This design comes from an exercise in tuning for small area and few clock cycles on the open sky130 flow, not from production work. Only simulation tests tie the RTL to the original design; equivalence was not proved. The flow treats the clock pin as an ideal source, which a real chip does not have. Power is estimated from default activity; no workload was simulated.

## 01-26
==> flow/design.v (excerpt) <==
module seven_bit_framed_sensor_packet_decoder (
    input  logic                i_clk,
    input  logic                i_rst_n,
    input  logic                i_cfg_we,
    input  logic [0:0]          i_cfg_addr,
    input  logic [7:0]          i_cfg_data,
    input  logic                i_in_valid,
    output logic                o_in_ready,
    input  logic [7:0]          i_rx_byte,
    output logic                o_out_valid,
    input  logic                i_out_ready,
    output logic [1:0]          o_status,
    output logic                o_packet_kind,
    output logic [3:0]          o_word_index,
    output logic signed [15:0]  o_word_value,
    output logic [3:0]          o_fraction_bits,
    output logic                o_last_flag
);
    logic [7:0] r_inert_code, r_quat_code;
    logic [6:0] r_acc;       
    logic [4:0] r_raw;       
    logic [7:0] r_sum;       
    logic       r_chk;       
    logic       r_hdr_i;     
    logic       r_hdr_q;     
    logic          w_accept, w_end, w_has_dec, w_first, w_busy, w_hold;
    logic          w_act_ok, w_act_kind;
    logic [2:0]    w_sh;
    logic [7:0]    w_dec, w_sum_old;
    logic          w_chk_dec, w_chk_n, w_any;
    logic          w_hdr_i_n, w_hdr_q_n;
    logic [4:0]    w_hold_lo, w_hold_hi;
    logic [3:0]    w_rword;
    logic [15:0]   w_rdata;
    spd_pkg::t_job w_job;
    always_ff @(posedge i_clk) begin
        if (!i_rst_n) begin
            r_inert_code <= 8'd9;
            r_quat_code  <= 8'd10;
        end else if (i_cfg_we) begin
            unique case (i_cfg_addr)
                spd_pkg::CFG_INERTIAL_CODE:   r_inert_code <= i_cfg_data;
                spd_pkg::CFG_QUATERNION_CODE: r_quat_code  <= i_cfg_data;
                default: ;
            endcase
        end
    end
    always_comb begin
        w_has_dec = (r_raw[2:0] != 3'd0);
        w_first   = (r_raw == 5'd1);
  ...
Settings: LEC_CHECK=0, CAP_MARGIN=20, CORE_MARGIN=2, CORE_UTILIZATION=65, SLEW_MARGIN=20; clock period 5.0 ns.
standard.sh (not shown) runs the stock make flow with config.mk's settings and CLKGATE_MAP_FILE= SYNTH_SCRIPT=/design/flow/synth_recipe.tcl, a recipe that flattens the netlist after the stock synthesis.
==> flow/flow/run.sh <==
#!/bin/bash
# Layout flow: the standard flow (standard.sh, run whole) with
#  - synthesis mapping the logic through an ABC area script (abc_area.script)
#    and without ORFS's hard adder cells; the flip-flops are mapped before ABC
#    runs, so they are the same cells with the same names as in the standard flow's own
#    synthesis (area_synth.tcl is synth_recipe.tcl with that one change);
#  - port buffers of the smallest buffer cell;
#  - a clock tree of clkbuf_8 buffers without dummy loads.
# Each tool's log is under orfs/logs/; make's output is in area_standard.log.
set -euo pipefail
here=$PWD
export BUFFER_PORTS_ARGS="-buffer_cell sky130_fd_sc_hd__buf_1"
export CTS_ARGS="-sink_clustering_enable -repair_clock_nets -dont_use_dummy_load -buf_list sky130_fd_sc_hd__clkbuf_8 -sink_clustering_size 25 -sink_clustering_max_diameter 80"
export POST_CTS_TCL="$here/flow/post_cts.tcl"
sed -e "s#SYNTH_SCRIPT=[^ ]*#SYNTH_SCRIPT=$here/flow/area_synth.tcl ADDER_MAP_FILE=#" standard.sh > area_standard.sh
bash area_standard.sh > area_standard.log 2>&1
==> flow/flow/abc_area.script <==
strash
dc2
strash
&get -n
&fraig -x
&put
strash
dch -f
amap
strash
dch -f
amap
topo
dnsize -c
==> flow/flow/area_synth.tcl <==
# The standard flow's synthesis script (synth_recipe.tcl), with ABC run on a stronger area script;
# flip-flops are mapped before ABC runs, so they are the same as the standard flow's.
proc synth {args} { yosys synth -nofsm -noshare {*}$args }
set ::area_abc_script [file join [file dirname [file normalize [info script]]] abc_area.script]

proc abc {args} {
  set i [lsearch -exact $args -script]
  if { $i >= 0 } {
    lset args [expr {$i + 1}] $::area_abc_script
  }
  set i [lsearch -exact $args -D]
  if { $i >= 0 } {
    set args [lreplace $args $i [expr {$i + 1}]]
  }
  yosys abc {*}$args
}
source $::env(SCRIPTS_DIR)/synth.tcl
# left out here: clear keep_hierarchy, flatten, clean up, hide names made inside functions, write 1_2_yosys.v
==> flow/flow/post_cts.tcl <==
# Downsize cells off the critical paths (area follows power here).
estimate_parasitics -placement
repair_timing -recover_power 100 -verbose
detailed_placement
check_placement -verbose
Both conditions hold for 01-26: the flow ran to the end and the final layout passed the timing, DRC and antenna checks.
Testbench counts of 01-26, summed over its fixed seeds: cycles 7,298.
--- input diff 01-26..07-08 ---
--- a/flow/flow/run.sh
+++ b/flow/flow/run.sh
@@ -6,5 +6,7 @@
 #    synthesis (area_synth.tcl is synth_recipe.tcl with that one change);
 #  - port buffers of the smallest buffer cell;
-#  - a clock tree of clkbuf_8 buffers without dummy loads.
+#  - a clock tree of clkbuf_8 buffers without dummy loads;
+#  - cells off the critical paths downsized after clock tree synthesis
+#    (post_cts.tcl) and after global routing (RECOVER_POWER).
 # Each tool's log is under orfs/logs/; make's output is in area_standard.log.
 set -euo pipefail
@@ -13,4 +15,5 @@
 export CTS_ARGS="-sink_clustering_enable -repair_clock_nets -dont_use_dummy_load -buf_list sky130_fd_sc_hd__clkbuf_8 -sink_clustering_size 25 -sink_clustering_max_diameter 80"
 export POST_CTS_TCL="$here/flow/post_cts.tcl"
+export RECOVER_POWER=100
 sed -e "s#SYNTH_SCRIPT=[^ ]*#SYNTH_SCRIPT=$here/flow/area_synth.tcl ADDER_MAP_FILE=#" standard.sh > area_standard.sh
 bash area_standard.sh > area_standard.log 2>&1
## What came out
Between 07-08 and 01-26, the difference in maximum cell stage delay along the critical path is negligible.
Sequential share of layout area across 07-08 and 01-26: no real change.
Between 07-08 and 01-26, smallest setup slack after layout is higher for 07-08, 01-26 comes in under that.
Fraction of layout instances using a drive strength above 1: higher on 01-26
The switching part of the total power on 07-08 is in line with that on 01-26.
On met3 layer wire length in the routed design: between 07-08 and 01-26, it ends up lower for 07-08.
In terms of portion of total power attributed to combinational logic, 01-26 and 07-08 differ only marginally.
On number of fillers in the final layout, 07-08 and 01-26 are neck and neck.
Worst ir drop on vdd, 07-08 and 01-26: lower on 07-08
In the reports for 07-08 and 01-26, the smaller layout-stage area growth over the synthesis result belongs to 07-08.
07-08 vs. 01-26: clock period minus worst slack went down by 0.0033 ns.

* * *

seven_bit_framed_sensor_packet_decoder, a different RTL version from the one above (not shown whole).
Size in the first run: roughly 550 cells after synthesis, about 190 flip-flops, ~52 I/O pins.
==> flow/config.mk <==
export PLATFORM = sky130hd
export DESIGN_NAME = seven_bit_framed_sensor_packet_decoder
export DESIGN_NICKNAME = seven_bit_framed_sensor_packet_decoder
export VERILOG_FILES = /design/flow/design.v
export SDC_FILE = /design/flow/constraint.sdc
export NUM_CORES = 4
export LEC_CHECK = 0
export CAP_MARGIN = 20
export CORE_MARGIN = 2
export CORE_UTILIZATION = 65
export SLEW_MARGIN = 20
==> flow/constraint.sdc <==
create_clock -name core_clock -period 5.0 [get_ports {i_clk}]
set_input_delay 1.0000 -clock core_clock [delete_from_list [all_inputs] [get_ports {i_clk}]]
set_output_delay 1.0000 -clock core_clock [all_outputs]
set_load 0.01 [all_outputs]
==> flow/flow/run.sh <==
#!/bin/bash
# Layout flow: the standard flow (standard.sh) with
#  - synthesis mapping the logic through a stronger ABC area script, without
#    ORFS's hard adder cells (flip-flops are mapped before ABC, as in the standard flow's);
#  - port buffers of the smallest buffer cell;
#  - a clock tree of clkbuf_8 leaves without dummy loads.
set -euo pipefail
here=$PWD
export BUFFER_PORTS_ARGS="-buffer_cell sky130_fd_sc_hd__buf_1"
export CTS_ARGS="-sink_clustering_enable -repair_clock_nets -dont_use_dummy_load -buf_list sky130_fd_sc_hd__clkbuf_8 -sink_clustering_size 25 -sink_clustering_max_diameter 80"
sed -e "s#SYNTH_SCRIPT=[^ ]*#SYNTH_SCRIPT=$here/flow/area_synth.tcl ADDER_MAP_FILE=#" standard.sh > area_standard.sh
bash area_standard.sh > area_standard.log 2>&1
==> flow/flow/abc_area.script <==
strash
dc2
strash
&get -n
&fraig -x
&put
strash
dch -f
amap
topo
dnsize -c
Scripts as last shown in full above: flow/flow/area_synth.tcl
Testbench counts at the start, summed over its fixed seeds: cycles 7,298.
Then changed:
==> flow/flow/abc_area.script (replaced) <==
strash
dc2
strash
&get -n
&fraig -x
&put
strash
dch -f
amap
strash
dch -f
amap
topo
dnsize -c
Settings changed: CORE_UTILIZATION 65 to 72.
The changed run passed the timing, DRC and antenna checks.
Final area goes down by 0.34%.
Power goes up by 0.48%.
Core utilization goes up by 7.9 points.
Flip-flop and latch count does not change.
Die area goes down by 9.6%.
Count of clock-buffer cells in the layout does not change.
Wire length goes down by 2.2%.
Then changed:
--- a/flow/flow/run.sh
+++ b/flow/flow/run.sh
@@ -10,0 +11 @@
+export DONT_USE_CELLS="sky130_fd_sc_hd__buf_4 sky130_fd_sc_hd__buf_6 sky130_fd_sc_hd__buf_8 sky130_fd_sc_hd__buf_12 sky130_fd_sc_hd__buf_16"
Settings changed: CORE_UTILIZATION 72 to 65.
- The new run passed the timing, DRC and antenna checks
- clock power went up slightly
- cell count goes up slightly
- count of clock-buffer cells in the layout does not change
- via count is about the same
- die area rises by roughly a tenth
- clock skew falls by 4.2 ps
- synthesized cell count is unchanged
Then changed:
--- a/flow/flow/run.sh
+++ b/flow/flow/run.sh
@@ -11 +11 @@
-export DONT_USE_CELLS="sky130_fd_sc_hd__buf_4 sky130_fd_sc_hd__buf_6 sky130_fd_sc_hd__buf_8 sky130_fd_sc_hd__buf_12 sky130_fd_sc_hd__buf_16"
+export PRE_CTS_TCL="$here/flow/pre_cts.tcl"
==> flow/flow/abc_area.script (replaced) <==
strash
dc2
strash
&get -n
&fraig -x
&put
strash
dch -f
amap
topo
dnsize -c
==> flow/flow/pre_cts.tcl (new file) <==
# Let the clock tree's leaf buffers each drive up to 25 flip-flops.
set_max_fanout 25 [current_design]
The changed run completed with no timing, DRC or antenna violations.
Core utilization climbs by 0.18 points.
Routed wire length went down by 0.51%.
Count of clock-buffer cells in the layout stays the same.
Global-route usage went down by 0.15 points.
Synthesized area hardly moves.
Die area barely changes.
Critical path depth rises by 2.
Worst setup slack degrades by 58 ps.
Clock skew stays flat.
Non-clock buffer count stays the same.
Clock power decreases by about 1%.
Then changed:
--- a/flow/flow/run.sh
+++ b/flow/flow/run.sh
@@ -11 +10,0 @@
-export PRE_CTS_TCL="$here/flow/pre_cts.tcl"
==> flow/flow/abc_area.script (replaced) <==
strash
&get -n
&fraig -x
&put
balance
rewrite
refactor
balance
rewrite
rewrite -z
balance
refactor -z
rewrite -z
balance
dc2
strash
dch -f
amap
topo
dnsize -c
removed: flow/flow/pre_cts.tcl
Cell count is higher by 2.8%; first-iteration DRC count falls by about 3.6%; final area stays flat; count of clock-buffer cells in the layout does not change; core utilization barely changes; power is about the same; via count went up by about 0.6%; clock power hardly moves.
Then changed:
==> flow/flow/abc_area.script (replaced) <==
strash
dc2
strash
&get -n
&fraig -x
&put
strash
dch -f
amap
strash
dch -f
amap
topo
dnsize -c
Outcome: The changed run completed without violations. Final area went down slightly. Clock skew went down by 6.3 ps. Power went up slightly. Worst setup slack hardly moves. Core utilization went down by 0.26 points. Synthesized cell count went down by a few percent. Sequential power barely changes. Routed wire length went down slightly. Count of clock-buffer cells in the layout stays the same. Flip-flop and latch count stays the same. Via count went down slightly.

-- port drivers added, routing unchanged --
In the flow no input, the clock included, has a driving cell. The finished layouts below were timed again as built, in two steps.
Step 1 sets driving cells, clkbuf_16 on the clock port and buf_2 on the other inputs (assumed; they add their load-dependent delay and slew).
Step 2 times the ports against the registers' clock, not the clock port: input delays grow and output delays shrink by t, the midpoint of the rising clock arrivals with the driver on.
Slacks: ideal / step 1 / step 2; pairs: ideal / step 1.
run | t (ns) | slack for setup (ns) | slew at the worst register clock pin (ns)
01-26 | 0.483 | 0.488 / 0.488 / 0.488 | 0.09 / 0.09
07-08 | 0.484 | 0.492 / 0.492 / 0.461 | 0.09 / 0.09
the first run of note 2 | 0.474 | 0.498 / 0.498 / 0.498 | 0.09 / 0.09
the second run of note 2 | 0.476 | 0.684 / 0.684 / 0.684 | 0.10 / 0.10
the third run of note 2 | 0.488 | 0.556 / 0.556 / 0.556 | 0.09 / 0.09
the fourth run of note 2 | 0.474 | 0.498 / 0.498 / 0.498 | 0.09 / 0.09
the fifth run of note 2 | 0.477 | 0.557 / 0.557 / 0.557 | 0.09 / 0.09
the sixth run of note 2 | 0.488 | 0.556 / 0.556 / 0.556 | 0.09 / 0.09
After both steps every run listed still meets setup and hold. For 07-08, which loses most, drivers alone change the setup slack by 0.000 ns; drivers and shift together by -0.031 ns.
